From an optimization exercise on the open Yosys and OpenROAD flow, aimed at a short achievable clock period and few clock cycles; shortcuts taken in it are not production practice. Function was not checked in any run shown here: the RTL went through the layout flow alone. No activity file was given, so power comes from the tool's default toggle rates.

### design/flow/design.v
`default_nettype none
package riscvPkg;
    localparam logic [6:0] opLoad   = 7'd3;
    localparam logic [6:0] opStore  = 7'd35;
    localparam logic [6:0] opRType  = 7'd51;
    localparam logic [6:0] opIType  = 7'd19;
    localparam logic [6:0] opBranch = 7'd99;
    localparam logic [6:0] opJal    = 7'd111;
endpackage
`default_nettype wire
`timescale 1ns/1ps
`default_nettype none
module mainDeco (
    input  wire logic [31:0] instr,
    output logic             isLoad,
    output logic             isStore,
    output logic             isRType,
    output logic             isIType,
    output logic             isBranch,
    output logic             isJal,
    output logic             sameRs,
    output logic             useRs1,
    output logic             useRs2,
    output logic             regWrite,
    output logic [31:0]      immJ,
    output logic [31:0]      immB,
    output logic [31:0]      immOp
);
    logic [6:0] op;
    assign op = instr[6:0];
    assign isJal    =  op[6] &  op[2];
    assign isBranch =  op[6] & ~op[2];
    assign isStore  = ~op[6] &  op[5] & ~op[4];
    assign isRType  = ~op[6] &  op[5] &  op[4];
    assign isIType  = ~op[6] & ~op[5] &  op[4];
    assign isLoad   = ~op[6] & ~op[5] & ~op[4];
    assign sameRs   = (instr[19:15] == instr[24:20]);
    assign useRs1   = ~isJal & ~(isBranch & sameRs);
    assign useRs2   = isRType | isStore | (isBranch & ~sameRs);
    assign regWrite = (isLoad | isRType | isIType | isJal) & (instr[11:7] != 5'd0);
    assign immJ  = {{12{instr[31]}}, instr[19:12], instr[20], instr[30:21], 1'b0};
    assign immB  = {{20{instr[31]}}, instr[7], instr[30:25], instr[11:8], 1'b0};
    assign immOp = isStore ? {{20{instr[31]}}, instr[31:25], instr[11:7]}
                           : {{20{instr[31]}}, instr[31:20]};
endmodule
`default_nettype wire
`timescale 1ns/1ps
`default_nettype none
module aluDeco (
    input  wire logic       isRType,
    input  wire logic       isIType,
    input  wire logic [2:0] funct3,
    input  wire logic       funct7b5,
    output logic            selAdd,
    output logic            selSub,
    output logic            selAnd,
    output logic            selOr,
    output logic            selSlt
);
    logic aluOp;
    assign aluOp  = isRType | isIType;
    assign selAnd = aluOp &  funct3[2] &  funct3[0];
    assign selOr  = aluOp &  funct3[2] & ~funct3[0];
    assign selSlt = aluOp & ~funct3[2] &  funct3[1];
    assign selSub = isRType & ~funct3[2] & ~funct3[1] & funct7b5;
    assign selAdd = ~(selAnd | selOr | selSlt | selSub);
endmodule
`default_nettype wire
`timescale 1ns/1ps
`default_nettype none
module regFile (
    input  wire logic            clk,
    input  wire logic [31:1]     we,
    input  wire logic [31:0]     wd,
    input  wire logic [7:0]      lo1,
    input  wire logic [7:0]      lo2,
    output logic [3:0][31:0]     cand1,
    output logic [3:0][31:0]     cand2
);
    logic [31:0] regs [1:31];
    always_ff @(posedge clk)
    begin
        for (int i = 1; i < 32; i++)
        begin
            if (we[i])
            begin
                regs[i] <= wd;
            end
        end
    end
    always_comb
    begin
        for (int g = 0; g < 4; g++)
        begin
            cand1[g] = 32'd0;
            cand2[g] = 32'd0;
            for (int j = 0; j < 8; j++)
            begin
                if (8 * g + j != 0)
                begin
                    cand1[g] = cand1[g] | ({32{lo1[j]}} & regs[8*g+j]);
                    cand2[g] = cand2[g] | ({32{lo2[j]}} & regs[8*g+j]);
                end
            end
        end
    end
endmodule
`default_nettype wire
`timescale 1ns/1ps
`default_nettype none
module dataPath #(
    parameter logic [31:0] resetPc = 32'h0000_0000
) (
    input  wire logic        clk,
    input  wire logic        arstN,
    input  wire logic [31:0] instr,
    input  wire logic [31:0] readData,
    output logic [31:0]      pc,
    output logic [31:0]      memAddr,
    output logic [31:0]      memWriteData,
    output logic             memWrite
);
    logic [31:0] pcF;
    logic [31:0] pcOut;
    logic [31:0] pcPlus4F;
    logic [31:0] tgtF, pcRest, pcNext, pcOutNext;
    logic        isLoad, isStore, isRType, isIType, isBranch, isJal;
    logic        sameRs, useRs1, useRs2, regWrite;
    logic        selAdd, selSub, selAnd, selOr, selSlt;
    logic [31:0] immJ, immB, immOp;
    logic        takeF;
    logic        stall, redirE, redirD;
    logic [31:0] tgtFullD;
    logic [31:0] tgtE;
    mainDeco mDeco (
        .instr    (instr),
        .isLoad   (isLoad),
        .isStore  (isStore),
        .isRType  (isRType),
        .isIType  (isIType),
        .isBranch (isBranch),
        .isJal    (isJal),
        .sameRs   (sameRs),
        .useRs1   (useRs1),
        .useRs2   (useRs2),
        .regWrite (regWrite),
        .immJ     (immJ),
        .immB     (immB),
        .immOp    (immOp)
    );
    aluDeco aDeco (
        .isRType  (isRType),
        .isIType  (isIType),
        .funct3   (instr[14:12]),
        .funct7b5 (instr[30]),
        .selAdd   (selAdd),
        .selSub   (selSub),
        .selAnd   (selAnd),
        .selOr    (selOr),
        .selSlt   (selSlt)
    );
    assign pcPlus4F = pcF + 32'd4;
    logic [11:0] lowJ, lowB;
    assign lowJ  = {1'b0, pcF[11:1]} + {1'b0, immJ[11:1]};
    assign lowB  = {1'b0, pcF[11:1]} + {1'b0, immB[11:1]};
    assign tgtF  = {pcF[31:12], instr[3] ? lowJ[10:0] : lowB[10:0], pcF[0]};
    assign takeF  = ~redirE & ~redirD & ~stall & (isJal | (isBranch & sameRs));
    assign pcRest = redirE ? tgtE : (redirD ? tgtFullD : (stall ? pcF : pcPlus4F));
    assign pcNext = takeF ? tgtF : pcRest;
    always_comb
    begin
        case (takeF)
            1'b1:    pcOutNext = tgtF;
            default: pcOutNext = pcRest;
        endcase
    end
    always_ff @(posedge clk or negedge arstN)
    begin
        if (!arstN)
        begin
            pcF   <= resetPc;
            pcOut <= resetPc;
        end
        else
        begin
            pcF   <= pcNext;
            pcOut <= pcOutNext;
        end
    end
    assign pc = pcOut;
    logic        validD;
    logic [4:0]  rdD;
    logic        loadD, storeD, jalD, brD, useImmD, useRs1D, useRs2D, wrD;
    logic        selAddD, selSubD, selAndD, selOrD, selSltD;
    logic [31:0] immOpD, immTgtD, linkD, pcD;
    logic        takenD;
    logic [7:0]       lo1F, lo2F;
    logic [3:0][31:0] cand1F, cand2F, cand1D, cand2D;
    logic [3:0]       sC1, sC2;
    logic             sMld1, sMld2, sMalu1, sMalu2, sW1, sW2, sX1, sX2;
    logic [31:0]      fwOld1, fwOld2;
    logic        fwE1D, fwE2D;
    logic        fwM1n, fwM2n, fwW1n, fwW2n, fwX1n, fwX2n;
    logic        fwE1n, fwE2n, inv1n;
    logic        p1Sum, n1Sum, p1And, n1And, p1Or, n1Or, p1Slt, n1Slt;
    logic        q2Sum, q2NSum, q2And, q2Or, q2Slt;
    logic        wrW;
    logic [4:0]  rdW;
    logic [31:0] wbX;
    logic        validE, wrE, wrM;
    logic [4:0]  rdE, rdM;
    always_ff @(posedge clk or negedge arstN)
    begin
        if (!arstN)
        begin
            validD <= 1'b0;
        end
        else if (redirE || redirD)
        begin
            validD <= 1'b0;
        end
        else if (!stall)
        begin
            validD <= 1'b1;
        end
    end
    always_ff @(posedge clk)
    begin
        if (!stall)
        begin
            rdD     <= instr[11:7];
            loadD   <= isLoad;
            storeD  <= isStore;
            jalD    <= isJal;
            brD     <= isBranch & ~sameRs;
            useImmD <= ~(isRType | isBranch);
            useRs1D <= useRs1;
            useRs2D <= useRs2;
            wrD     <= regWrite;
            selAddD <= selAdd;
            selSubD <= selSub;
            selAndD <= selAnd;
            selOrD  <= selOr;
            selSltD <= selSlt;
            immOpD  <= immOp;
            immTgtD <= isJal ? immJ : immB;
            takenD  <= isJal | (isBranch & sameRs);
            linkD   <= pcPlus4F;
            pcD     <= pcF;
        end
    end
    always_comb
    begin
        for (int j = 0; j < 8; j++)
        begin
            lo1F[j] = (instr[17:15] == 3'(j));
            lo2F[j] = (instr[22:20] == 3'(j));
        end
    end
    always_comb
    begin
        fwOld1 = ({32{sMld1}} & readData) | ({32{sMalu1}} & resM) |
                 ({32{sW1}} & wbW) | ({32{sX1}} & wbX);
        fwOld2 = ({32{sMld2}} & readData) | ({32{sMalu2}} & resM) |
                 ({32{sW2}} & wbW) | ({32{sX2}} & wbX);
        for (int g = 0; g < 4; g++)
        begin
            fwOld1 = fwOld1 | ({32{sC1[g]}} & cand1D[g]);
            fwOld2 = fwOld2 | ({32{sC2[g]}} & cand2D[g]);
        end
    end
    assign fwE1n = validD & wrD & (rdD == instr[19:15]);
    assign fwE2n = validD & wrD & (rdD == instr[24:20]);
    assign fwM1n = validE & wrE & (rdE == instr[19:15]);
    assign fwM2n = validE & wrE & (rdE == instr[24:20]);
    assign fwW1n = wrM & (rdM == instr[19:15]);
    assign fwW2n = wrM & (rdM == instr[24:20]);
    assign fwX1n = wrW & (rdW == instr[19:15]);
    assign fwX2n = wrW & (rdW == instr[24:20]);
    assign inv1n = selSub | selSlt;
    always_ff @(posedge clk)
    begin
        if (!stall)
        begin
            cand1D <= cand1F;
            cand2D <= cand2F;
            for (int g = 0; g < 4; g++)
            begin
                sC1[g] <= (instr[19:18] == 2'(g)) & ~(fwM1n | fwW1n | fwX1n);
                sC2[g] <= (instr[24:23] == 2'(g)) & ~(fwM2n | fwW2n | fwX2n);
            end
            sMld1  <= fwM1n & loadE;
            sMld2  <= fwM2n & loadE;
            sMalu1 <= fwM1n & ~loadE;
            sMalu2 <= fwM2n & ~loadE;
            sW1    <= fwW1n & ~fwM1n;
            sW2    <= fwW2n & ~fwM2n;
            sX1    <= fwX1n & ~fwW1n & ~fwM1n;
            sX2    <= fwX2n & ~fwW2n & ~fwM2n;
            fwE1D <= fwE1n;
            fwE2D <= fwE2n;
            p1Sum <= fwE1n & ((selAddD & ~inv1n) | (selSubD & inv1n));
            n1Sum <= fwE1n & ((selAddD & inv1n) | (selSubD & ~inv1n));
            p1And <= fwE1n & selAndD & ~inv1n;
            n1And <= fwE1n & selAndD & inv1n;
            p1Or  <= fwE1n & selOrD & ~inv1n;
            n1Or  <= fwE1n & selOrD & inv1n;
            p1Slt <= fwE1n & selSltD & ~inv1n;
            n1Slt <= fwE1n & selSltD & inv1n;
            q2Sum  <= fwE2n & selAddD;
            q2NSum <= fwE2n & selSubD;
            q2And  <= fwE2n & selAndD;
            q2Or   <= fwE2n & selOrD;
            q2Slt  <= fwE2n & selSltD;
        end
        else
        begin
            cand1D[0] <= fwOld1;
            cand2D[0] <= fwOld2;
            sC1       <= {3'b000, ~fwE1D};
            sC2       <= {3'b000, ~fwE2D};
            sMld1     <= fwE1D & loadE;
            sMld2     <= fwE2D & loadE;
            sMalu1    <= fwE1D & ~loadE;
            sMalu2    <= fwE2D & ~loadE;
            sW1       <= 1'b0;
            sW2       <= 1'b0;
            sX1       <= 1'b0;
            sX2       <= 1'b0;
            fwE1D <= 1'b0;
            fwE2D <= 1'b0;
            p1Sum <= 1'b0;
            n1Sum <= 1'b0;
            p1And <= 1'b0;
            n1And <= 1'b0;
            p1Or  <= 1'b0;
            n1Or  <= 1'b0;
            p1Slt <= 1'b0;
            n1Slt <= 1'b0;
            q2Sum  <= 1'b0;
            q2NSum <= 1'b0;
            q2And  <= 1'b0;
            q2Or   <= 1'b0;
            q2Slt  <= 1'b0;
        end
    end
    logic        loadE;
    logic        loadM;
    logic [31:0] resM;
    logic [31:1] weW;
    logic [31:0] wbW;
    logic [31:0] fw2, aluRes, wbM;
    logic [11:0] lowD;
    logic        okD;
    regFile regs (
        .clk (clk),
        .we   (weW),
        .wd   (wbW),
        .lo1   (lo1F),
        .lo2   (lo2F),
        .cand1 (cand1F),
        .cand2 (cand2F)
    );
    assign wbM = loadM ? readData : resM;
    logic [31:0] aluFw1, aluFw2, andE, orE;
    logic        ltE;
    assign aluFw1 = ({32{p1Sum}} & sumE) | ({32{n1Sum}} & ~sumE) |
                    ({32{p1And}} & andE) | ({32{n1And}} & ~andE) |
                    ({32{p1Or}}  & orE)  | ({32{n1Or}}  & ~orE)  |
                    {{31{n1Slt}}, (p1Slt & ltE) | (n1Slt & ~ltE)};
    assign aluFw2 = ({32{q2Sum}} & sumE) | ({32{q2NSum}} & ~sumE) |
                    ({32{q2And}} & andE) | ({32{q2Or}}  & orE) |
                    {31'd0, q2Slt & ltE};
    assign fw2    = aluFw2 | ({32{~fwE2D}} & fwOld2);
    assign tgtFullD = pcD + immTgtD;
    assign lowD     = {1'b0, pcD[11:1]} + {1'b0, immTgtD[11:1]};
    assign okD      = (lowD[11] == immTgtD[31]) & (immTgtD[19:12] == {8{immTgtD[31]}});
    assign redirD   = validD & takenD & ~okD;
    assign stall = validD & loadE & ((useRs1D & fwE1D) | (useRs2D & fwE2D));
    logic [31:0] aE, bE, stDataE;
    logic        invAE, selAddE, selSubE, selAndE, selOrE, selSltE, storeE, brE;
    always_ff @(posedge clk or negedge arstN)
    begin
        if (!arstN)
        begin
            validE <= 1'b0;
        end
        else
        begin
            validE <= validD & ~stall & ~redirE;
        end
    end
    always_ff @(posedge clk)
    begin
        aE      <= jalD ? linkD : (aluFw1 | ({32{~fwE1D}} & (fwOld1 ^ {32{selSubD | selSltD}})));
        bE      <= jalD ? 32'd0 : (useImmD ? immOpD : fw2);
        selAddE <= selAddD;
        selSubE <= selSubD;
        invAE   <= selSubD | selSltD;
        selAndE <= selAndD;
        selOrE  <= selOrD;
        selSltE <= selSltD;
        loadE   <= loadD;
        storeE  <= storeD;
        wrE     <= wrD;
        rdE     <= rdD;
        brE     <= brD;
        tgtE    <= tgtFullD;
        stDataE <= fw2;
    end
    logic [31:0] sumE, aTrue;
    logic        eq;
    assign sumE   = aE + bE;
    assign andE   = aE & bE;
    assign orE    = aE | bE;
    assign aTrue  = aE ^ {32{invAE}};
    assign ltE    = (aTrue[31] != bE[31]) ? aTrue[31] : ~sumE[31];
    assign aluRes = ({32{selAddE}} & sumE) |
                    ({32{selSubE}} & ~sumE) |
                    ({32{selAndE}} & andE) |
                    ({32{selOrE}}  & orE) |
                    {31'd0, selSltE & ltE};
    assign eq     = (aE == bE);
    assign redirE = validE & brE & eq;
    logic        storeM;
    logic [31:0] stDataM;
    always_ff @(posedge clk or negedge arstN)
    begin
        if (!arstN)
        begin
            storeM <= 1'b0;
            wrM    <= 1'b0;
        end
        else
        begin
            storeM <= validE & storeE;
            wrM    <= validE & wrE;
        end
    end
    always_ff @(posedge clk)
    begin
        resM    <= aluRes;
        stDataM <= stDataE;
        loadM   <= loadE;
        rdM     <= rdE;
    end
    assign memAddr      = resM;
    assign memWriteData = stDataM;
    assign memWrite     = storeM;
    always_ff @(posedge clk or negedge arstN)
    begin
        if (!arstN)
        begin
            weW <= '0;
            wrW <= 1'b0;
        end
        else
        begin
            wrW <= wrM;
            for (int i = 1; i < 32; i++)
            begin
                weW[i] <= wrM & (rdM == 5'(i));
            end
        end
    end
    always_ff @(posedge clk)
    begin
        wbW <= wbM;
        rdW <= rdM;
        wbX <= wbW;
    end
endmodule
`default_nettype wire
`timescale 1ns/1ps
`default_nettype none
module riscvSingle #(
    parameter logic [31:0] resetPc = 32'h0000_0000
) (
    input  wire logic        clk,
    input  wire logic        arstN,
    output logic [31:0]      pc,
    input  wire logic [31:0] instr,
    output logic [31:0]      memAddr,
    output logic [31:0]      memWriteData,
    output logic             memWrite,
    input  wire logic [31:0] memReadData
);
    dataPath #(
        .resetPc (resetPc)
    ) dPath (
        .clk          (clk),
        .arstN        (arstN),
        .instr        (instr),
        .readData     (memReadData),
        .pc           (pc),
        .memAddr      (memAddr),
        .memWriteData (memWriteData),
        .memWrite     (memWrite)
    );
endmodule
`default_nettype wire
### design/flow/run.sh
#!/bin/bash
# synth_recipe.tcl (not shown) runs the flow's synth.tcl, then flattens the netlist and writes it again
# the make line also repeats each setting of config.mk as NAME=value (left out here)
make -C /OpenROAD-flow-scripts/flow DESIGN_CONFIG=/design/flow/config.mk WORK_HOME=/design/flow/orfs CLKGATE_MAP_FILE= SYNTH_SCRIPT=/design/flow/synth_recipe.tcl finish
### design/flow/config.mk
export PLATFORM = sky130hd
export DESIGN_NAME = riscvSingle
export DESIGN_NICKNAME = riscvSingle
export VERILOG_FILES = /design/flow/design.v
export SDC_FILE = /design/flow/constraint.sdc
export NUM_CORES = 4
export LEC_CHECK = 0
export ABC_CLOCK_PERIOD_IN_PS = 2500
export CAP_MARGIN = 20
export CORE_MARGIN = 2
export CORE_UTILIZATION = 50
export SETUP_SLACK_MARGIN = 5
export SLEW_MARGIN = 20
### design/flow/constraint.sdc
create_clock -name core_clock -period 8.3 [get_ports {clk}]
set_input_delay 1.6600 -clock core_clock [delete_from_list [all_inputs] [get_ports {clk}]]
set_output_delay 1.6600 -clock core_clock [all_outputs]
set_load 0.01 [all_outputs]
==> results of run 1 <==
## per-stage QoR
step	instances	hold slack [ns]	instance area (um2)	total power [mW]	util
final	7798	0.324	84900	26.0	0.577
after global routing	7798	0.331	84900	26.8	0.577
after CTS	7772	0.325	84200	25.6	0.572
after detailed placement	7391	0.312	77400	17.2	0.526
after global placement	7391	0.311	77400	17.2	0.526
after floorplan	5622	0.310	74100	14.9	-
## synthesized netlist by cell type, drive strengths merged (68+ instances only)
| master | instances | share of area |
|---|---|---|
| mux2 | 71 | 0.011 |
| dfxtp | 377 | 0.10 |
| o21ai | 120 | 0.0082 |
| a22oi | 1151 | 0.12 |
| nor2 | 228 | 0.012 |
| nand4 | 253 | 0.021 |
| mux2i | 210 | 0.028 |
| nand2 | 214 | 0.011 |
| clkbuf | 367 | 0.019 |
| inv | 168 | 0.0085 |
| edfxtp | 1290 | 0.52 |
| dfrtp | 68 | 0.023 |
| a21oi | 158 | 0.011 |
| ha | 106 | 0.018 |
| xnor2 | 114 | 0.014 |
## cell type report
cell class                      instances  area, um2  share of cell area
Clock buffer                          245       5060              0.0596
Multi-Input combinational cell       3304      24400               0.287
Inverter                              170        651             0.00766
Tap cell                             1930       2410              0.0284
Timing Repair Buffer                  327       3100              0.0365
Clock inverter                         87       1040              0.0123
Sequential cell                      1735      48300               0.568
## logic make-up (layout without fill, tap and decap cells)
kind of cell | after synthesis | after routing | synth area share
AO/OA/AOI/OAI | 1793 | 1793 | 0.176
AND/OR/NAND/NOR | 936 | 944 | 0.0642
XOR/XNOR | 176 | 176 | 0.0212
multiplexers | 282 | 282 | 0.0396
flip-flops | 1735 | 1735 | 0.650
buffers and inverters | 591 | 829 | 0.0304
adder cells (fa/ha/maj) | 109 | 109 | 0.0186
## metal layers
metal	routed length, um	part of all wire
met1	104000	0.36
met2	127000	0.44
met3	40600	0.14
met4	17800	0.061
met5	184	0.00063
## repair_timing
item,CTS,global route
endpoints found under the setup margin,417,168
pin swaps,14,26
buffers inserted,40,20
resized for setup,293,107
cloned,9,5
## final timing paths
check / from / endpoint / slack, ns / depth (start not counted)
min in group asynchronous: arstN / dPath.pcOut[21] / 0.76 / 1
setup / recovery: instr[22] / dPath.cand2D[96] / 4.95 / 8
hold reg to reg: dPath.stDataE[0] / dPath.stDataM[0] / 0.32 / 0
max in group asynchronous: arstN / dPath.weW[15] / 6.45 / 2
setup reg to reg: dPath.bE[25] / dPath.pcOut[19] / 5.02 / 12
hold / removal: dPath.stDataE[0] / dPath.stDataM[0] / 0.32 / 0
## critical path, stage by stage
cell and delay, ns:
buf_6 0.28, clkinv_1 0.12, buf_4 0.24, nor3_4 0.33, buf_12 0.17, buf_6 0.76, a22oi_1 0.21, nand4_1 0.14
## power by group through the flow
stage               clock [mW]  combinational (mW)  sequential [mW]
global route              8.73                5.59             12.4
global placement             0                4.63             12.5
floorplan                    0                2.84             12.0
detailed placement           0                4.67             12.6
finish                    8.35                5.28             12.3
CTS                       8.38                4.92             12.3
==> results.json, run 1 <==
{
  "status": "finished clean",
  "clk_latency_ns": 0.83,
  "power_density_nw_per_um2": 306,
  "power_leakage_nw": 29.6,
  "die_area_um2": 151000,
  "p_int_mw": 18.0,
  "ys.flop_type": "edfxtp_1",
  "cp_max_fo": 56,
  "largestRegisters": "dPath.regs.regs x992, dPath.cand1D x128, dPath.cand2D x128",
  "top_usage_layer": "met2",
  "timing.final.crit_period_ns": 3.35,
  "finalWorstSetupSlack_ns": 4.95,
  "yosys_register_bits": 1735,
  "ir_worst_vdd_uv": 233,
  "crit_type": "in -> reg",
  "use_met1": 0.475,
  "seq_power_share": 0.475,
  "start_util": 0.502,
  "worstPathArrival_ns": 4.01,
  "endpoint_kind": "flip-flop",
  "final_common_cell": "edfxtp_1",
  "dpl_worst_slack_ns": 3.19,
  "async_flop_share": 0.0392,
  "cts_tree": "done",
  "hold_violations": 0,
  "yosys_warnings": 3,
  "first_global_vias": 52988,
  "die_x_um": 388,
  "grtUsageMet3": 0.116,
  "htree_levels": 4,
  "min_period_over_period": 0.403,
  "routed_via_density": 7.10,
  "regMostFlops": "dPath.regs.regs",
  "n_fill_cell": 11737,
  "dr_total_vias": 55380,
  "drt-initial-drc-count": 8348,
  "use_met2": 0.566,
  "ys_seq_area_frac": 0.650,
  "cts_sinks": 1735,
  "relSlewSlack": 0.160,
  "p_sw_frac": 0.306,
  "antenna_found_initial": 13,
  "p_sw_mw": 7.96,
  "grt-ovfl-total": 0,
  "hpwl_um": 154000,
  "syn_area_um2": 73900,
  "synth-edff-count": 1290,
  "cts_inserted_buffers": 178,
  "layout-drive-gt1-share": 0.137,
  "cap_violations": 0,
  "grt_pass1_wl_um": 396000,
  "rsz0062_at_grt": "true",
  "largest_reg_flops": 992,
  "n_antenna_cell": 0,
  "drt_wl_total_um": 290000,
  "io_buffers": 160,
  "fp-row-count": 141,
  "required_ns": 8.96,
  "start_kind": "input port",
  "wl_per_cell_um": 37.2,
  "grt_max_degree": 157,
  "ioPinCount": 163,
  "area_delta_synth_final_pct": 15.0,
  "tightest_slew_ns": 1.26,
  "design.core.area_um2": 147000,
  "grt_util_all_layers": 0.371,
  "cts_hold_buf": 0,
  "setup_viol_count_final": 0,
  "clock_path_buffers": 3,
  "synth_nets": 5796,
  "postRouteAntennaNets": 0,
  "hp-class": "reg -> reg",
  "avgSynthCellArea_um2": 13.1,
  "drc": 0,
  "maxClockFrequency_mhz": 299,
  "die_h_um": 388,
  "setup_tns_ns": 0,
  "synthesis.instances": 5622,
  "yosys.cell_types.count": 85,
  "fin_nets": 5890,
  "root_buffer": "clkbuf_16",
  "pwr-share-clk": 0.321,
  "fin_worst_skew_ns": 0.0358,
  "clkTransAtPathRegs_ns": 0.06,
  "drv_slew": 0,
  "final_cell_mix": "edfxtp_1 (1290), a22oi_1 (1151), dfxtp_1 (311)",
  "gp_congestion": 0.941,
  "firstDrtPassIters": 7,
  "comb_power_share": 0.203
}
==> run 2, diff against run 1 <==
--- a/design/flow/design.v
+++ b/design/flow/design.v
@@ -163,7 +163,9 @@
     logic [11:0] lowJ, lowB;
     assign lowJ  = {1'b0, pcF[11:1]} + {1'b0, immJ[11:1]};
     assign lowB  = {1'b0, pcF[11:1]} + {1'b0, immB[11:1]};
-    assign tgtF  = {pcF[31:12], instr[3] ? lowJ[10:0] : lowB[10:0], pcF[0]};
+    assign tgtF  = {pcF[31:12],
+                    ({11{instr[3]}} & lowJ[10:0]) | ({11{~instr[3]}} & lowB[10:0]),
+                    pcF[0]};
     assign takeF  = ~redirE & ~redirD & ~stall & (isJal | (isBranch & sameRs));
     assign pcRest = redirE ? tgtE : (redirD ? tgtFullD : (stall ? pcF : pcPlus4F));
     assign pcNext = takeF ? tgtF : pcRest;
==> run 2 against run 1 <==
Against the previous run: synthesized cell count up 0.98%; still clean on timing, DRC and antenna; global-route usage up 0.84 points; critical endpoint is now dPath.cand2D[53]; final cell count up 1.4%; maximum frequency about the same; largest cell class unchanged; combinational power up 6.6%.
==> results.json, run 2 <==
{
  "hold_violations": 0,
  "reg2reg_depth": 13,
  "grt_util_all_layers": 0.379,
  "seq_power_share": 0.475,
  "largestRegisters": "dPath.regs.regs x992, dPath.cand1D x128, dPath.cand2D x128",
  "tightest_slew_ns": 1.39,
  "p_int_mw": 17.9,
  "ys.flop_type": "edfxtp_1",
  "min_path_cells": 0,
  "clock_path_buffers": 3,
  "cts_tree": "done",
  "final_cell_mix": "edfxtp_1 (1290), a22oi_1 (1135), dfxtp_1 (307)",
  "synthesis.instances": 5677,
  "cpMostUsedCell": "buf_4",
  "first_global_vias": 53482,
  "grt_pass1_wl_um": 406000,
  "maxClockFrequency_mhz": 299,
  "syn_area_um2": 74300,
  "power_mw": 26.1,
  "dpl_worst_slack_ns": 3.31,
  "die_x_um": 390,
  "yosysMostFrequentCell": "edfxtp_1",
  "path_delay_family": "buffers and inverters",
  "design.core.area_um2": 148000,
  "yosys.cell_types.count": 79,
  "comb_power_share": 0.216,
  "ioPinCount": 163,
  "min_period_over_period": 0.403,
  "ys_seq_area_frac": 0.646,
  "synth_top_area_share": 0.521,
  "setup_viol_count_final": 0,
  "rsz0062_at_grt": "true",
  "async_flop_share": 0.0392,
  "path_depth": 7,
  "start_util": 0.503,
  "avgSynthCellArea_um2": 13.1,
  "p_sw_mw": 8.21,
  "critPathSlowestCell": "buf_4",
  "regMostFlops": "dPath.regs.regs",
  "root_buffer": "clkbuf_16",
  "start_kind": "input port",
  "layout.cells.non_filler": 7907,
  "gp_congestion": 0.952,
  "postRouteAntennaNets": 0,
  "worstPathArrival_ns": 4.03,
  "fin_nets": 5992,
  "synth-xor-area-share": 0.0206,
  "dr_total_vias": 56705,
  "timing.final.crit_period_ns": 3.35,
  "final_common_cell": "edfxtp_1",
  "synthAdderAreaFrac": 0.0195,
  "routed_via_density": 7.17,
  "synth.largest_area_cell": "edfxtp_1",
  "crit_buf_inv": 3,
  "synth_simple_gate_area_share": 0.0672,
  "synth-compound-area-share": 0.175,
  "clkTransAtPathRegs_ns": 0.07,
  "wl_per_cell_um": 37.4,
  "clk_latency_ns": 0.84,
  "cts_sinks": 1735,
  "crit_type": "in -> reg",
  "regArea_um2": 48300,
  "grt-ovfl-total": 0,
  "hp-class": "reg -> reg",
  "pwr-share-clk": 0.309,
  "synth.area.top_cells": "edfxtp_1 (52%), a22oi_1 (11%), dfxtp_1 (10%)",
  "synth_top_family_by_area": "compound AO/OA/AOI/OAI gates",
  "hpwl_um": 159000,
  "finalWorstSetupSlack_ns": 4.95,
  "setup_tns_ns": 0,
  "yosys_register_bits": 1735,
  "power_density_nw_per_um2": 306,
  "drc": 0,
  "largest_reg_flops": 992,
  "die_h_um": 390,
  "firstDrtPassIters": 9,
  "fp-row-count": 141,
  "drv_slew": 0,
  "fin_worst_skew_ns": 0.0385,
  "cts_inserted_buffers": 180,
  "layout-drive-gt1-share": 0.142,
  "drt-initial-drc-count": 8543,
  "ir_worst_vdd_uv": 221,
  "cts_hold_buf": 0,
  "placed_area_um2": 77800,
  "antenna_found_initial": 14,
  "relSlewSlack": 0.0721,
  "n_fill_cell": 11768,
  "p_sw_frac": 0.315,
  "yosys_warnings": 3,
  "cap_violations": 0,
  "dp_cells": 7444,
  "synth_nets": 5856,
  "critPathMaxStageDelay_ns": 0.54,
  "multi_input_area_um2": 24700,
  "synth-edff-count": 1290,
  "area_delta_synth_final_pct": 14.8,
  "endpoint_kind": "flip-flop",
  "drt_wl_total_um": 295000,
  "power_leakage_nw": 30.1,
  "synth.area.mux_share": 0.0415,
  "yosys-top-cells-count": "edfxtp_1 (1290), a22oi_1 (1135), clkbuf_1 (382)",
  "worstPathCellList": "buf_4 > nand2b_2 > nor2_4 > buf_4 > buf_8 > a22oi_1 > nand4_1",
  "htree_levels": 4,
  "cp_max_fo": 50,
  "status": "finished clean",
  "io_buffers": 160,
  "final_area_um2": 85300,
  "grt_max_degree": 123,
  "required_ns": 8.99,
  "die_area_um2": 152000
}
[run 2: timing repair]
item | 4_1_cts | 5_1_grt
gates cloned | 16 | 5
setup buffers | 58 | 38
pin swaps | 10 | 37
endpoints found under the setup margin | 625 | 192
resized for setup | 304 | 81
[run 2: area by class of cell]
class,instances,area share
multi-input combinational,3366,0.290
clock inverter,94,0.00911
sequential,1735,0.566
antenna,11,0.000323
timing repair buffer,359,0.0390
timing repair inverter,1,0.000103
tap,1930,0.0283
clock buffer,241,0.0593
inverter,170,0.00799
[run 2: power by group through the flow]
stage	sequential, mW	clock (mW)	combinational, mW
floorplan	12.0	0	3.08
global placement	12.6	0	4.86
detailed placement	12.6	0	4.90
CTS	12.3	8.07	5.25
global route	12.5	8.43	5.96
finish	12.4	8.05	5.63
[run 2: through the flow]
stage / hold slack (ns) / util
3_3_place_gp: 0.310 / 0.527
4_1_cts: 0.325 / 0.573
6_report: 0.324 / 0.578
2_1_floorplan: 0.310 / -
5_1_grt: 0.330 / 0.577
3_5_place_dp: 0.312 / 0.527
[run 2: final timing paths]
| path | startpoint | to | slack [ns] |
|---|---|---|---|
| min | dPath.stDataE[11] | dPath.stDataM[11] | 0.32 |
| min in group asynchronous | arstN | dPath.pcOut[26] | 0.72 |
| max in group asynchronous | arstN | dPath.weW[31] | 6.47 |
| min reg2reg | dPath.stDataE[11] | dPath.stDataM[11] | 0.32 |
| max reg2reg | dPath.aE[4] | dPath.aE[0] | 5.03 |
| max | instr[20] | dPath.cand2D[53] | 4.95 |
[run 2: logic make-up after synthesis]
family	Yosys count
multiplexers	289
AO/OA/AOI/OAI	1788
adder cells (fa/ha/maj)	114
XOR/XNOR	175
flip-flops	1735
buffers and inverters	592
AND/OR/NAND/NOR	984
[run 2: metal layers]
layer,part of all wire,wire length (um),global-route usage
met1,0.36,106000,0.482
met2,0.44,131000,0.581
met3,0.14,40500,0.118
met4,0.062,18400,0.204
met5,0.00040,118,0
==> run 3, diff against run 2 <==
--- a/design/flow/design.v
+++ b/design/flow/design.v
@@ -72,10 +72,10 @@
     input  wire logic            clk,
     input  wire logic [31:1]     we,
     input  wire logic [31:0]     wd,
-    input  wire logic [7:0]      lo1,
-    input  wire logic [7:0]      lo2,
-    output logic [3:0][31:0]     cand1,
-    output logic [3:0][31:0]     cand2
+    input  wire logic [3:0]      lo1,
+    input  wire logic [3:0]      lo2,
+    output logic [7:0][31:0]     cand1,
+    output logic [7:0][31:0]     cand2
 );
     logic [31:0] regs [1:31];
     always_ff @(posedge clk)
@@ -90,16 +90,16 @@
     end
     always_comb
     begin
-        for (int g = 0; g < 4; g++)
+        for (int g = 0; g < 8; g++)
         begin
             cand1[g] = 32'd0;
             cand2[g] = 32'd0;
-            for (int j = 0; j < 8; j++)
+            for (int j = 0; j < 4; j++)
             begin
-                if (8 * g + j != 0)
+                if (4 * g + j != 0)
                 begin
-                    cand1[g] = cand1[g] | ({32{lo1[j]}} & regs[8*g+j]);
-                    cand2[g] = cand2[g] | ({32{lo2[j]}} & regs[8*g+j]);
+                    cand1[g] = cand1[g] | ({32{lo1[j]}} & regs[4*g+j]);
+                    cand2[g] = cand2[g] | ({32{lo2[j]}} & regs[4*g+j]);
                 end
             end
         end
@@ -163,9 +163,7 @@
     logic [11:0] lowJ, lowB;
     assign lowJ  = {1'b0, pcF[11:1]} + {1'b0, immJ[11:1]};
     assign lowB  = {1'b0, pcF[11:1]} + {1'b0, immB[11:1]};
-    assign tgtF  = {pcF[31:12],
-                    ({11{instr[3]}} & lowJ[10:0]) | ({11{~instr[3]}} & lowB[10:0]),
-                    pcF[0]};
+    assign tgtF  = {pcF[31:12], instr[3] ? lowJ[10:0] : lowB[10:0], pcF[0]};
     assign takeF  = ~redirE & ~redirD & ~stall & (isJal | (isBranch & sameRs));
     assign pcRest = redirE ? tgtE : (redirD ? tgtFullD : (stall ? pcF : pcPlus4F));
     assign pcNext = takeF ? tgtF : pcRest;
@@ -196,9 +194,9 @@
     logic        selAddD, selSubD, selAndD, selOrD, selSltD;
     logic [31:0] immOpD, immTgtD, linkD, pcD;
     logic        takenD;
-    logic [7:0]       lo1F, lo2F;
-    logic [3:0][31:0] cand1F, cand2F, cand1D, cand2D;
-    logic [3:0]       sC1, sC2;
+    logic [3:0]       lo1F, lo2F;
+    logic [7:0][31:0] cand1F, cand2F, cand1D, cand2D;
+    logic [7:0]       sC1, sC2;
     logic             sMld1, sMld2, sMalu1, sMalu2, sW1, sW2, sX1, sX2;
     logic [31:0]      fwOld1, fwOld2;
     logic        fwE1D, fwE2D;
@@ -253,10 +251,10 @@
     end
     always_comb
     begin
-        for (int j = 0; j < 8; j++)
+        for (int j = 0; j < 4; j++)
         begin
-            lo1F[j] = (instr[17:15] == 3'(j));
-            lo2F[j] = (instr[22:20] == 3'(j));
+            lo1F[j] = (instr[16:15] == 2'(j));
+            lo2F[j] = (instr[21:20] == 2'(j));
         end
     end
     always_comb
@@ -265,7 +263,7 @@
                  ({32{sW1}} & wbW) | ({32{sX1}} & wbX);
         fwOld2 = ({32{sMld2}} & readData) | ({32{sMalu2}} & resM) |
                  ({32{sW2}} & wbW) | ({32{sX2}} & wbX);
-        for (int g = 0; g < 4; g++)
+        for (int g = 0; g < 8; g++)
         begin
             fwOld1 = fwOld1 | ({32{sC1[g]}} & cand1D[g]);
             fwOld2 = fwOld2 | ({32{sC2[g]}} & cand2D[g]);
@@ -286,10 +284,10 @@
         begin
             cand1D <= cand1F;
             cand2D <= cand2F;
-            for (int g = 0; g < 4; g++)
+            for (int g = 0; g < 8; g++)
             begin
-                sC1[g] <= (instr[19:18] == 2'(g)) & ~(fwM1n | fwW1n | fwX1n);
-                sC2[g] <= (instr[24:23] == 2'(g)) & ~(fwM2n | fwW2n | fwX2n);
+                sC1[g] <= (instr[19:17] == 3'(g)) & ~(fwM1n | fwW1n | fwX1n);
+                sC2[g] <= (instr[24:22] == 3'(g)) & ~(fwM2n | fwW2n | fwX2n);
             end
             sMld1  <= fwM1n & loadE;
             sMld2  <= fwM2n & loadE;
@@ -319,8 +317,8 @@
         begin
             cand1D[0] <= fwOld1;
             cand2D[0] <= fwOld2;
-            sC1       <= {3'b000, ~fwE1D};
-            sC2       <= {3'b000, ~fwE2D};
+            sC1       <= {7'd0, ~fwE1D};
+            sC2       <= {7'd0, ~fwE2D};
             sMld1     <= fwE1D & loadE;
             sMld2     <= fwE2D & loadE;
             sMalu1    <= fwE1D & ~loadE;
@@ -439,14 +437,26 @@
             wrM    <= validE & wrE;
         end
     end
+    logic [31:0] addrNext, addrM;
+    always_comb
+    begin
+        case (1'b1)
+            selSubE: addrNext = ~sumE;
+            selAndE: addrNext = andE;
+            selOrE:  addrNext = orE;
+            selSltE: addrNext = {31'd0, ltE};
+            default: addrNext = sumE;
+        endcase
+    end
     always_ff @(posedge clk)
     begin
+        addrM   <= addrNext;
         resM    <= aluRes;
         stDataM <= stDataE;
         loadM   <= loadE;
         rdM     <= rdE;
     end
-    assign memAddr      = resM;
+    assign memAddr      = addrM;
     assign memWriteData = stDataM;
     assign memWrite     = storeM;
     always_ff @(posedge clk or negedge arstN)
==> run 3 against run 2 <==
Against the previous run: sequential cell count up 296; power up 13%; global-route usage down 5.6 points; utilization down 0.16 points; still clean on timing, DRC and antenna; routed wire length down 3.6%; clock skew down 0.0054 ns; combinational power up 5.7%; synthesized cell count down 3.8%; design area up 16%; largest cell class unchanged; critical endpoint is now dPath.aE[30].
==> results.json, run 3 <==
{
  "synth.area.top_cells": "edfxtp_1 (54%), mux4_2 (12%), dfxtp_1 (9.7%)",
  "worstPathArrival_ns": 4.13,
  "endpoint_kind": "flip-flop",
  "grt_util_all_layers": 0.323,
  "yosys-top-cells-count": "edfxtp_1 (1546), mux4_2 (448), a22oi_1 (418)",
  "dpl_worst_slack_ns": 3.29,
  "root_buffer": "clkbuf_16",
  "antenna_found_initial": 19,
  "relSlewSlack": 0.212,
  "final_cell_mix": "edfxtp_1 (1546), mux4_2 (448), a22oi_1 (418)",
  "p_sw_mw": 8.90,
  "start_kind": "input port",
  "synth-edff-count": 1546,
  "htree_levels": 4,
  "clkTransAtPathRegs_ns": 0.06,
  "ys_seq_area_frac": 0.656,
  "comb_power_share": 0.201,
  "crit_type": "in -> reg",
  "regMostFlops": "dPath.regs.regs",
  "wl_per_cell_um": 34.9,
  "async_flop_share": 0.0335,
  "syn_area_um2": 86100,
  "final_common_cell": "edfxtp_1",
  "status": "finished clean",
  "fp-row-count": 152,
  "grt_max_degree": 110,
  "drt-initial-drc-count": 6972,
  "clk_latency_ns": 0.87,
  "p_int_mw": 20.7,
  "ioPinCount": 163,
  "postRouteAntennaNets": 0,
  "largest_reg_flops": 992,
  "fin_util": 0.576,
  "synth_top_area_share": 0.539,
  "drc": 0,
  "dr_total_vias": 54102,
  "maxClockFrequency_mhz": 297,
  "io_buffers": 160,
  "yosys_register_bits": 2031,
  "ir_worst_vdd_uv": 186,
  "timing.final.crit_period_ns": 3.37,
  "cap_violations": 0,
  "tightest_slew_ns": 1.18,
  "fin_worst_skew_ns": 0.0331,
  "p_sw_frac": 0.301,
  "critPathSlowestCell": "nor2_1",
  "seq_power_share": 0.474,
  "yosys_warnings": 3,
  "setup_viol_count_final": 0,
  "clock_path_buffers": 3,
  "path_delay_family": "simple AND/OR/NAND/NOR gates",
  "start_util": 0.502,
  "synth.largest_area_cell": "edfxtp_1",
  "cts_inserted_buffers": 208,
  "die_h_um": 419,
  "yosys.cell_types.count": 84,
  "min_period_over_period": 0.406,
  "design.core.area_um2": 171000,
  "power_leakage_nw": 34.6,
  "routed_via_density": 6.63,
  "cts_sinks": 2031,
  "grt-ovfl-total": 0,
  "finalWorstSetupSlack_ns": 4.93,
  "crit_buf_inv": 1,
  "first_global_vias": 52438,
  "worstPathCellList": "clkdlybuf4s50_1 > a22oi_1 > nand4_1 > nor2_1 > xnor2_1 > o2111ai_1 > o22a_1",
  "grt_pass1_wl_um": 397000,
  "critPathMaxStageDelay_ns": 0.84,
  "die_area_um2": 176000,
  "required_ns": 9.06,
  "yosysMostFrequentCell": "edfxtp_1",
  "area_delta_synth_final_pct": 14.7,
  "largestRegisters": "dPath.regs.regs x992, dPath.cand1D x256, dPath.cand2D x256",
  "cts_tree": "done",
  "pwr-share-clk": 0.325,
  "gp_congestion": 0.929,
  "firstDrtPassIters": 7,
  "power_density_nw_per_um2": 300,
  "cp_max_fo": 3,
  "hp-class": "reg -> reg",
  "synthesis.instances": 5463,
  "ys.flop_type": "edfxtp_1",
  "synth_nets": 5638,
  "layout-drive-gt1-share": 0.237,
  "drv_slew": 0,
  "fin_nets": 5829,
  "rsz0062_at_grt": "true",
  "hold_violations": 0,
  "drt_wl_total_um": 285000,
  "avgSynthCellArea_um2": 15.8,
  "cts_hold_buf": 0,
  "setup_tns_ns": 0,
  "die_x_um": 419,
  "hpwl_um": 165000
}
==> run 3: per-stage QoR <==
step | cells | power [mW] | instance area (um2) | hold slack, ns
after floorplan | 5463 | 17.0 | 86400 | 0.310
after global routing | 8149 | 30.6 | 98700 | 0.324
final | 8156 | 29.6 | 98700 | 0.325
after detailed placement | 7669 | 19.5 | 90200 | 0.312
after CTS | 8122 | 29.3 | 98000 | 0.320
after global placement | 7668 | 19.5 | 90200 | 0.314
==> run 3: path summary, 6_finish.rpt <==
| check | depth (start not counted) | slack, ns | to | from |
|---|---|---|---|---|
| worst max-delay path | 7 | 4.93 | dPath.aE[30] | memReadData[30] |
| worst min-delay path | 0 | 0.32 | dPath.stDataM[27] | dPath.stDataE[27] |
| worst max register to register | 11 | 4.95 | dPath.resM[29] | dPath.bE[6] |
| worst min register to register | 0 | 0.32 | dPath.stDataM[27] | dPath.stDataE[27] |
| max in group asynchronous | 2 | 6.52 | dPath.weW[22] | arstN |
| min in group asynchronous | 1 | 0.72 | dPath.pcOut[31] | arstN |
==> run 3: layout make-up <==
type	count	area [um2]
antenna	7	17.5
clock buffer	287	5890
clock inverter	108	1190
fill	13047	72600
inverter	141	546
multi-input combinational	2911	28300
sequential	2031	56600
tap	2310	2890
timing repair buffer	361	3210
==> run 3: kinds of logic after synthesis <==
logic type / after synthesis / synth area share
AND/OR/NAND/NOR: 805 / 0.0432
AO/OA/AOI/OAI: 1113 / 0.0932
XOR/XNOR: 174 / 0.0180
adder cells (fa/ha/maj): 109 / 0.0161
multiplexers: 710 / 0.150
buffers and inverters: 521 / 0.0239
flip-flops: 2031 / 0.656
==> run 3: routing by layer <==
metal	routed length, um	share of wire	track usage	up-vias
met5	65	0.00023	0	-
met4	16100	0.057	0.167	10
met3	26300	0.092	0.0696	718
met2	135000	0.48	0.519	3054
met1	107000	0.38	0.414	28103
li1	-	-	-	22217
==> run 3: power groups by stage <==
stage | registers [mW] | clock network, mW | logic, mW
4_1_cts | 14.0 | 9.73 | 5.59
2_1_floorplan | 13.8 | 0 | 3.24
6_report | 14.0 | 9.61 | 5.95
3_5_place_dp | 14.3 | 0 | 5.23
5_1_grt | 14.1 | 10.1 | 6.32
3_3_place_gp | 14.2 | 0 | 5.21
==> run 3: what timing repair did <==
item	in CTS	in global routing
resized for setup	239	110
endpoints found under the setup margin	457	270
pin swaps	27	40
endpoints found under the hold margin	0	0
setup buffers	58	25
gates cloned	0	2
==> run 3: worst register-to-register path: stages, from the launching register on <==
cell and delay (ns):
dfxtp_1 0.33, inv_1 0.05, ha_1 0.44, a21oi_1 0.11, o21ai_0 0.26, a211oi_2 0.05, buf_4 0.17, o21ai_4 0.22
a31oi_2 0.17, a21o_2 0.29, xnor2_4 0.19, o211ai_1 0.88

## separate check: timing with driven ports
In the flow no input, the clock included, has a driving cell. The finished layouts below were timed again as built, in two steps.
Step 1 sets driving cells, clkbuf_16 on the clock port and buf_2 on the other inputs (assumed; they add their load-dependent delay and slew).
Step 2 times the ports against the registers' clock, not the clock port: input delays grow and output delays shrink by t, the midpoint of the rising clock arrivals with the driver on.
a / b / c = no drivers / after step 1 / after step 2; a / b = the first two.
| run | t (ns) | setup slack, ns | worst setup path after step 2 | worst data-port slew with drivers (ns) | cell pins on the clock port's net |
|---|---|---|---|---|---|
| run 1 | 0.900 | 4.951 / 4.901 / 4.096 | input to register | 0.11 | 1 |
| run 2 | 0.912 | 4.954 / 4.939 / 4.074 | input to register | 0.30 | 1 |
| run 3 | 0.937 | 4.933 / 4.949 / 4.057 | input to register | 0.26 | 1 |
After both steps every run listed still meets setup and hold. For run 2, which loses most, drivers alone change the setup slack by -0.015 ns; drivers and shift together by -0.880 ns.
